From an optimization exercise on the open Yosys and OpenROAD flow, aimed at small area; shortcuts taken in it are not production practice. Only simulation tests tie the RTL to the original design; equivalence was not proved. Power is estimated from default activity; no workload was simulated.

Design piece_move_ctl, start of the top module:
module piece_move_ctl #(
   parameter bit CANCEL_ON_SRC = 1'b1
) (
   input  logic       clk,
   input  logic       rst_n,
   input  logic [5:0] mouse_position,
   input  logic       pick_piece,
   input  logic       place_piece,
   input  logic [5:0] draw_square,
   output logic [3:0] draw_piece,
   output logic       held_valid,
   output logic [3:0] held_piece,
   output logic       move_valid,
   output logic [5:0] move_src,
   output logic [5:0] move_dst,
   output logic [3:0] move_captured,
   input  logic       move_ready,
   input  logic       rx_move_valid,
   input  logic [5:0] rx_src,
   input  logic [5:0] rx_dst,
   output logic       rx_move_ready,
   output logic       turn
);
Size: ~1800 cells after synthesis, about 280 flip-flops, about 0.016 sq mm of cells after synthesis.
make LEC_CHECK=0 CAP_MARGIN=20 CORE_MARGIN=2 CORE_UTILIZATION=60 GPL_ROUTABILITY_DRIVEN=0 GPL_TIMING_DRIVEN=0 PLACE_DENSITY=0.7 SLEW_MARGIN=20 finish   # period 7.0 ns
run.sh (not shown) runs the stock make flow with config.mk's settings and CLKGATE_MAP_FILE= SYNTH_SCRIPT=/design/flow/synth_recipe.tcl, a recipe that flattens the netlist after the stock synthesis.
The starting point never finished: it broke off in 5_1_grt.
Then changed:
--- a/flow/config.mk
+++ b/flow/config.mk
@@ -9,6 +9,4 @@
 export CORE_MARGIN = 2
-export CORE_UTILIZATION = 60
-export GPL_ROUTABILITY_DRIVEN = 0
-export GPL_TIMING_DRIVEN = 0
-export PLACE_DENSITY = 0.7
+export CORE_UTILIZATION = 20
+export PLACE_DENSITY = 0.35
 export SLEW_MARGIN = 20
Outcome:
- The changed run ran to the end with no violations
- synthesized cell count stays the same
- synthesized area is unchanged


== harbor ==
Another version of the RTL of piece_move_ctl (not shown whole).
For scale: about 1300 cells after synthesis, roughly 58 I/O pins, about 13000 um^2 of cells after synthesis.
==> flow/config.mk <==
export PLATFORM = sky130hd
export DESIGN_NAME = piece_move_ctl
export DESIGN_NICKNAME = piece_move_ctl
export VERILOG_FILES = /design/flow/design.v
export SDC_FILE = /design/flow/constraint.sdc
export NUM_CORES = 4
export LEC_CHECK = 0
export CAP_MARGIN = 20
export CORE_MARGIN = 2
export CORE_UTILIZATION = 40
export GPL_TIMING_DRIVEN = 0
export PLACE_DENSITY = 0.5
export SETUP_SLACK_MARGIN = 0.2
export SLEW_MARGIN = 20
==> flow/constraint.sdc <==
create_clock -name core_clock -period 7.0 [get_ports {clk}]
set_input_delay 1.4000 -clock core_clock [delete_from_list [all_inputs] [get_ports {clk}]]
set_output_delay 1.4000 -clock core_clock [all_outputs]
set_load 0.01 [all_outputs]
standard.sh (not shown) runs the stock make flow with config.mk's settings and CLKGATE_MAP_FILE= SYNTH_SCRIPT=/design/flow/synth_recipe.tcl, a recipe that flattens the netlist after the stock synthesis.
==> flow/flow/run.sh <==
#!/bin/bash
# Own flow: the standard layout (standard.sh) with these changes:
#  * synthesis: the standard synthesis script, with only the ABC mapping
#    script replaced by an area-oriented one (flow/area.abc). Registers are
#    mapped before ABC runs, so they keep the standard synthesis's names and
#    cell types;
#  * port buffers: every input and output port still gets a buffer, of the
#    smallest buffer cell;
#  * clock tree: no dummy loads, clkbuf_8 buffers, small sink clusters.
# Each tool's output goes to its own log in this folder (and ORFS's logs).
set -euo pipefail
W=$PWD
sed "s#@ABC_SCRIPT@#$W/flow/area.abc#" flow/synth.tcl > $W/own_synth.tcl
sed "s#SYNTH_SCRIPT=[^ ]*#SYNTH_SCRIPT=$W/own_synth.tcl#" standard.sh > $W/own_standard.sh
export BUFFER_PORTS_ARGS="-buffer_cell sky130_fd_sc_hd__buf_1"
export CTS_ARGS="-sink_clustering_enable -repair_clock_nets -dont_use_dummy_load -buf_list sky130_fd_sc_hd__clkbuf_8 -sink_clustering_size 10 -sink_clustering_max_diameter 100"
bash $W/own_standard.sh synth > $W/synth.log 2>&1
bash $W/own_standard.sh floorplan > $W/floorplan.log 2>&1
bash $W/own_standard.sh place > $W/place.log 2>&1
bash $W/own_standard.sh cts > $W/cts.log 2>&1
bash $W/own_standard.sh route > $W/route.log 2>&1
bash $W/own_standard.sh finish > $W/finish.log 2>&1
==> flow/flow/area.abc <==
strash
dc2
dch -f
&get -n
&nf -R 1000
&put
strash
dch -f
&get -n
&nf -R 1000
&put
==> flow/flow/synth.tcl <==
proc synth {args} { yosys synth -nofsm -noshare {*}$args }
proc abc {args} {
  set i [lsearch -exact $args -script]
  if {$i >= 0} { lset args [expr {$i + 1}] {@ABC_SCRIPT@} }
  yosys abc {*}$args
}
source $::env(SCRIPTS_DIR)/synth.tcl
# left out here: clear keep_hierarchy, flatten, clean up, hide names made inside functions, write 1_2_yosys.v
Every stage of the flow completed for harbor, and the final layout passed the timing, DRC and antenna checks.
Input-level comparison between pepper and harbor:
Settings: PLACE_DENSITY now 0.65, was 0.5; CORE_UTILIZATION now 55, was 40.
## What came out
pepper vs harbor, weighted congestion reported at the end of routability-driven placement went up by 0.018. Re switching share of power: harbor was higher than pepper. Of the two values seen for highest-delay cell along the critical path, sky130_fd_sc_hd__nor4_1 was produced by harbor and sky130_fd_sc_hd__a22oi_1 by pepper. Between harbor and pepper, global-route track usage on met1 is higher for pepper, harbor comes in under that. Clock network power came out lower on pepper than on harbor.


The RTL this note starts from:
==> flow/design.v <==
module piece_move_ctl #(
   parameter bit CANCEL_ON_SRC = 1'b1
) (
   input  logic       clk,
   input  logic       rst_n,
   input  logic [5:0] mouse_position,
   input  logic       pick_piece,
   input  logic       place_piece,
   input  logic [5:0] draw_square,
   output logic [3:0] draw_piece,
   output logic       held_valid,
   output logic [3:0] held_piece,
   output logic       move_valid,
   output logic [5:0] move_src,
   output logic [5:0] move_dst,
   output logic [3:0] move_captured,
   input  logic       move_ready,
   input  logic       rx_move_valid,
   input  logic [5:0] rx_src,
   input  logic [5:0] rx_dst,
   output logic       rx_move_ready,
   output logic       turn
);
   localparam logic [2:0] S_IDLE   = 3'd0;
   localparam logic [2:0] S_PICK   = 3'd1;
   localparam logic [2:0] S_HOLD   = 3'd2;
   localparam logic [2:0] S_PLACE  = 3'd3;
   localparam logic [2:0] S_REPORT = 3'd4;
   logic [2:0] r_state;
   logic [2:0] w_state_nxt;
   logic       r_valid;
   logic [3:0] w_sq [64];      
   logic [255:0] w_board;      
   logic [5:0] r_src;
   logic [5:0] r_dst;
   logic [2:0] r_piece;
   logic [3:0] r_draw_piece;
   logic       r_turn;
   logic       w_idle, w_hold, w_place;
   logic       w_rx_fire;
   logic       w_we;
   logic [5:0] w_src_addr;
   logic [5:0] w_dst_addr;
   logic [5:0] w_rd_addr;
   logic [3:0] w_rd;
   logic [3:0] w_draw_rd;
   logic       w_pick_fire;
   logic       w_cancel;
   logic       w_own;
   logic       w_place_go;
   function automatic logic [3:0] start_code(input logic [5:0] sq);
      logic [2:0] back_type;
      case (sq[2:0])
         3'd0, 3'd7: back_type = 3'd4;
         3'd1, 3'd6: back_type = 3'd2;
         3'd2, 3'd5: back_type = 3'd3;
         3'd3:       back_type = 3'd5;
         default:    back_type = 3'd6;
      endcase
      case (sq[5:3])
         3'd0:    start_code = {1'b1, back_type};
         3'd1:    start_code = 4'h9;
         3'd6:    start_code = 4'h1;
         3'd7:    start_code = {1'b0, back_type};
         default: start_code = 4'h0;
      endcase
   endfunction
   for (genvar i = 0; i < 64; i++) begin : g_board
      assign w_board[4*i +: 4] = w_sq[i];
   end
   assign w_idle    = (r_state == S_IDLE);
   assign w_hold    = (r_state == S_HOLD);
   assign w_place   = (r_state == S_PLACE);
   assign w_rx_fire = w_idle && rx_move_valid;
   assign w_we      = w_rx_fire || w_place;
   assign w_src_addr = w_idle ? rx_src : r_src;
   assign w_dst_addr = w_idle ? rx_dst : r_dst;
   assign w_rd_addr  = w_we ? w_src_addr : mouse_position;
   logic [7:0] w_rd_row, w_rd_col, w_dst_col, w_src_row_we, w_dst_row_we;
   for (genvar k = 0; k < 8; k++) begin : g_dec
      assign w_rd_row[k]     = (w_rd_addr[5:3] == 3'(k));
      assign w_rd_col[k]     = (w_rd_addr[2:0] == 3'(k));
      assign w_src_row_we[k] = w_we && (w_rd_addr[5:3] == 3'(k));
      assign w_dst_row_we[k] = w_we && (w_dst_addr[5:3] == 3'(k));
      assign w_dst_col[k]    = (w_dst_addr[2:0] == 3'(k));
   end
   logic [3:0] w_rd_raw, w_draw_raw;
   piece_move_rd_port u_rd_port (
      .board(w_board), .row(w_rd_row), .col(w_rd_col), .q(w_rd_raw)
   );
   assign w_rd = r_valid ? w_rd_raw : start_code(w_rd_addr);
   piece_move_draw_port u_draw_port (
      .board(w_board), .square(draw_square), .q(w_draw_raw)
   );
   assign w_draw_rd = r_valid ? w_draw_raw : start_code(draw_square);
   assign w_own         = (w_rd != 4'h0) && (w_rd[3] == r_turn);
   assign w_pick_fire   = w_idle && !rx_move_valid && pick_piece && w_own;
   assign w_cancel      = CANCEL_ON_SRC && (mouse_position == r_src);
   assign w_place_go    = w_hold && place_piece && !w_cancel && !w_own;
   always_ff @(posedge clk or negedge rst_n) begin
      if (!rst_n)
         r_turn <= 1'b0;
      else if (w_we)
         r_turn <= ~r_turn;
   end
   always_ff @(posedge clk or negedge rst_n) begin
      if (!rst_n)
         r_state <= S_IDLE;
      else
         r_state <= w_state_nxt;
   end
   always_comb begin
      w_state_nxt = r_state;
      case (r_state)
         S_IDLE:   if (w_pick_fire) w_state_nxt = S_PICK;
         S_PICK:   w_state_nxt = S_HOLD;
         S_HOLD: begin
            if (place_piece) begin
               if (w_cancel)
                  w_state_nxt = S_IDLE;
               else if (!w_own)
                  w_state_nxt = S_PLACE;
            end
         end
         S_PLACE:  w_state_nxt = S_REPORT;
         S_REPORT: if (move_ready) w_state_nxt = S_IDLE;
         default:  w_state_nxt = S_IDLE;
      endcase
   end
   always_ff @(posedge clk or negedge rst_n) begin
      if (!rst_n)
         r_valid <= 1'b0;
      else
         r_valid <= 1'b1;
   end
   for (genvar i = 0; i < 64; i++) begin : g_sq
      piece_move_sq #(
         .START(start_code(6'(i)))
      ) u_sq (
         .clk(clk),
         .dst_row(w_dst_row_we[i/8]), .dst_col(w_dst_col[i%8]),
         .src_row(w_src_row_we[i/8]), .src_col(w_rd_col[i%8]),
         .valid(r_valid), .d(w_rd), .q(w_sq[i])
      );
   end
   always_ff @(posedge clk or negedge rst_n) begin
      if (!rst_n)
         r_draw_piece <= 4'h0;
      else
         r_draw_piece <= w_draw_rd;
   end
   always_ff @(posedge clk) begin
      if (w_idle)
         r_src <= mouse_position;
      if (w_hold)
         r_dst <= mouse_position;
      if (w_pick_fire || w_place_go)
         r_piece <= w_rd[2:0];
   end
   assign draw_piece    = r_draw_piece;
   assign held_valid    = w_hold;
   assign held_piece    = {r_turn && (r_piece != 3'd0), r_piece};
   assign move_valid    = (r_state == S_REPORT);
   assign move_src      = r_src;
   assign move_dst      = r_dst;
   assign move_captured = {r_turn && (r_piece != 3'd0), r_piece};
   assign rx_move_ready = w_idle;
   assign turn          = r_turn;
endmodule
module piece_move_sq #(
   parameter logic [3:0] START = 4'h0
) (
   input  logic       clk,
   input  logic       dst_row,
   input  logic       dst_col,
   input  logic       src_row,
   input  logic       src_col,
   input  logic       valid,
   input  logic [3:0] d,
   output logic [3:0] q
);
   logic set, clr, keep, init;
   assign set  = dst_row && dst_col;
   assign clr  = src_row && src_col;
   assign keep = !set && !clr && valid;
   assign init = !set && !clr && !valid;
   always_ff @(posedge clk)
      q <= (d & {4{set}}) | (q & {4{keep}}) | (START & {4{init}});
endmodule
module piece_move_rd_port (
   input  logic [255:0] board,
   input  logic [7:0]   row,
   input  logic [7:0]   col,
   output logic [3:0]   q
);
   logic [3:0] v [8];
   always_comb begin
      q = 4'h0;
      for (int r = 0; r < 8; r++) begin
         v[r] = 4'h0;
         for (int c = 0; c < 8; c++)
            v[r] = v[r] | (board[4*(r*8+c) +: 4] & {4{col[c]}});
         q = q | (v[r] & {4{row[r]}});
      end
   end
endmodule
module piece_move_draw_port (
   input  logic [255:0] board,
   input  logic [5:0]   square,
   output logic [3:0]   q
);
   logic [3:0]  hi;
   logic [15:0] lo;
   logic [3:0]  v [4];
   for (genvar k = 0; k < 4; k++) begin : g_hi
      assign hi[k] = (square[5:4] == 2'(k));
   end
   for (genvar k = 0; k < 16; k++) begin : g_lo
      assign lo[k] = (square[3:0] == 4'(k));
   end
   always_comb begin
      q = 4'h0;
      for (int g = 0; g < 4; g++) begin
         v[g] = 4'h0;
         for (int k = 0; k < 16; k++)
            v[g] = v[g] | (board[4*(g*16+k) +: 4] & {4{lo[k]}});
         q = q | (v[g] & {4{hi[g]}});
      end
   end
endmodule
==> flow/config.mk <==
export PLATFORM = sky130hd
export DESIGN_NAME = piece_move_ctl
export DESIGN_NICKNAME = piece_move_ctl
export VERILOG_FILES = /design/flow/design.v
export SDC_FILE = /design/flow/constraint.sdc
export NUM_CORES = 4
export LEC_CHECK = 0
export CAP_MARGIN = 5
export CORE_MARGIN = 2
export CORE_UTILIZATION = 40
export GPL_TIMING_DRIVEN = 0
export PLACE_DENSITY = 0.5
export SETUP_SLACK_MARGIN = 0.2
export SLEW_MARGIN = 5
==> flow/constraint.sdc <==
create_clock -name core_clock -period 7.0 [get_ports {clk}]
set_input_delay 1.4000 -clock core_clock [delete_from_list [all_inputs] [get_ports {clk}]]
set_output_delay 1.4000 -clock core_clock [all_outputs]
set_load 0.01 [all_outputs]
==> flow/flow/run.sh <==
#!/bin/bash
# Own flow: the standard layout (standard.sh) with these changes:
#  * synthesis: the standard synthesis script, with only the ABC mapping
#    script replaced by an area-oriented one (flow/area.abc). Registers are
#    mapped before ABC runs, so they keep the standard synthesis's names and
#    cell types;
#  * port buffers: every input and output port still gets a buffer, of the
#    smallest buffer cell;
#  * clock tree: no dummy loads, clkbuf_8 buffers, small sink clusters;
#  * the repairs after placement and after global routing buffer nets with
#    buffers of at most buf_2 (flow/small_buffers.tcl).
# Each tool's output goes to its own log in this folder (and ORFS's logs).
set -euo pipefail
W=$PWD
sed "s#@ABC_SCRIPT@#$W/flow/area.abc#" flow/synth.tcl > $W/own_synth.tcl
sed "s#SYNTH_SCRIPT=[^ ]*#SYNTH_SCRIPT=$W/own_synth.tcl#" standard.sh > $W/own_standard.sh
export BUFFER_PORTS_ARGS="-buffer_cell sky130_fd_sc_hd__buf_1"
export PRE_RESIZE_TCL=$W/flow/small_buffers.tcl
export PRE_GLOBAL_ROUTE_TCL=$W/flow/small_buffers.tcl
export CTS_ARGS="-sink_clustering_enable -repair_clock_nets -dont_use_dummy_load -buf_list sky130_fd_sc_hd__clkbuf_8 -sink_clustering_size 15 -sink_clustering_max_diameter 80"
bash $W/own_standard.sh synth > $W/synth.log 2>&1
bash $W/own_standard.sh floorplan > $W/floorplan.log 2>&1
bash $W/own_standard.sh place > $W/place.log 2>&1
bash $W/own_standard.sh cts > $W/cts.log 2>&1
bash $W/own_standard.sh route > $W/route.log 2>&1
bash $W/own_standard.sh finish > $W/finish.log 2>&1
==> flow/flow/small_buffers.tcl <==
# Sourced before the placement and global-route repairs: buffer high-fanout
# and long nets with small buffers (up to buf_2) instead of the large ones.
set_dont_use [list \
  sky130_fd_sc_hd__buf_4 sky130_fd_sc_hd__buf_6 sky130_fd_sc_hd__buf_8 sky130_fd_sc_hd__buf_12 \
  sky130_fd_sc_hd__buf_16 sky130_fd_sc_hd__bufbuf_8 sky130_fd_sc_hd__bufbuf_16 \
  sky130_fd_sc_hd__bufinv_8 sky130_fd_sc_hd__bufinv_16 \
  sky130_fd_sc_hd__clkbuf_4 sky130_fd_sc_hd__clkbuf_8 sky130_fd_sc_hd__clkbuf_16]
Scripts as last shown in full above: flow/flow/area.abc, flow/flow/synth.tcl
Change:
CORE_UTILIZATION = 50   (was 40)
PLACE_DENSITY = 0.6   (was 0.5)
What happened: Count of clock-buffer cells in the layout went down by 1. Register-to-register slack gets better by 0.10 ns. Critical path depth went up by 1. Final area went down by 0.78%.
Change:
--- a/flow/flow/run.sh
+++ b/flow/flow/run.sh
@@ -18,5 +18,5 @@
 export PRE_RESIZE_TCL=$W/flow/small_buffers.tcl
 export PRE_GLOBAL_ROUTE_TCL=$W/flow/small_buffers.tcl
-export CTS_ARGS="-sink_clustering_enable -repair_clock_nets -dont_use_dummy_load -buf_list sky130_fd_sc_hd__clkbuf_8 -sink_clustering_size 15 -sink_clustering_max_diameter 80"
+export CTS_ARGS="-sink_clustering_enable -repair_clock_nets -dont_use_dummy_load -buf_list sky130_fd_sc_hd__clkbuf_8 -sink_clustering_size 12 -sink_clustering_max_diameter 80"
 bash $W/own_standard.sh synth > $W/synth.log 2>&1
 bash $W/own_standard.sh floorplan > $W/floorplan.log 2>&1
CAP_MARGIN = 10   (was 5)
CORE_UTILIZATION = 40   (was 50)
PLACE_DENSITY = 0.5   (was 0.6)
SLEW_MARGIN = 10   (was 5)
Clock-buffer cell count rose by 5.
Via count fell by 0.63%.
Wire length rose by 7.5%.
Change:
--- a/flow/flow/run.sh
+++ b/flow/flow/run.sh
@@ -7,7 +7,5 @@
 #  * port buffers: every input and output port still gets a buffer, of the
 #    smallest buffer cell;
-#  * clock tree: no dummy loads, clkbuf_8 buffers, small sink clusters;
-#  * the repairs after placement and after global routing buffer nets with
-#    buffers of at most buf_2 (flow/small_buffers.tcl).
+#  * clock tree: no dummy loads, clkbuf_8 buffers, small sink clusters.
 # Each tool's output goes to its own log in this folder (and ORFS's logs).
 set -euo pipefail
@@ -16,7 +14,5 @@
 sed "s#SYNTH_SCRIPT=[^ ]*#SYNTH_SCRIPT=$W/own_synth.tcl#" standard.sh > $W/own_standard.sh
 export BUFFER_PORTS_ARGS="-buffer_cell sky130_fd_sc_hd__buf_1"
-export PRE_RESIZE_TCL=$W/flow/small_buffers.tcl
-export PRE_GLOBAL_ROUTE_TCL=$W/flow/small_buffers.tcl
-export CTS_ARGS="-sink_clustering_enable -repair_clock_nets -dont_use_dummy_load -buf_list sky130_fd_sc_hd__clkbuf_8 -sink_clustering_size 12 -sink_clustering_max_diameter 80"
+export CTS_ARGS="-sink_clustering_enable -repair_clock_nets -dont_use_dummy_load -buf_list sky130_fd_sc_hd__clkbuf_8 -sink_clustering_size 15 -sink_clustering_max_diameter 80"
 bash $W/own_standard.sh synth > $W/synth.log 2>&1
 bash $W/own_standard.sh floorplan > $W/floorplan.log 2>&1
removed: flow/flow/small_buffers.tcl
Power is higher by 1.6%.
First-iteration DRC count is lower by 15%.
Setup slack improves by 0.61 ns.
Synthesized cell count does not change.
Register-to-register slack improves by 0.64 ns.
Clock skew is lower by 0.027 ns.
Area after synthesis stays the same.

[port drivers added, routing unchanged]
No port has a modelled driver above. Below, the same layouts with a new extraction and two added sets of constraints. Step 1 (the two cells are an assumption about what drives the block):
set clk [get_ports {clk}]
set_driving_cell -lib_cell sky130_fd_sc_hd__clkbuf_16 $clk
set_driving_cell -lib_cell sky130_fd_sc_hd__buf_2 [delete_from_list [all_inputs] $clk]
Step 2, shift: input delay + t, output delay - t, t = (earliest + latest rising clock arrival at the registers) / 2. This alone moves slack from input paths to output paths. a / b / c = ideal ports / drivers / drivers and shift; a / b = the first two.
run	t, ns	setup slack, ns	worst setup path after step 2	worst register clock-pin slew, ns	worst slew at a driven data input, ns
the second run of note 1	0.617	0.680 / 0.717 / 0.101	input to register	0.06 / 0.06	0.05
harbor	0.689	0.796 / 0.796 / 0.194	input to register	0.10 / 0.10	0.04
pepper	0.651	0.611 / 0.611 / 0.095	input to register	0.09 / 0.09	0.04
the first run of note 3	0.629	0.571 / 0.604 / -0.024	input to register	0.10 / 0.10	0.05
the second run of note 3	0.629	0.680 / 0.706 / 0.077	input to register	0.11 / 0.11	0.08
the third run of note 3	0.645	0.484 / 0.516 / -0.129	input to register	0.10 / 0.10	0.05
the fourth run of note 3	0.623	1.096 / 1.124 / 0.500	input to register	0.10 / 0.10	0.04
With both steps, setup timing fails in the first run of note 3 and the third run of note 3, where it was met with ideal ports. For the third run of note 3, which loses most, drivers alone change the setup slack by +0.032 ns; drivers and shift together by -0.613 ns.
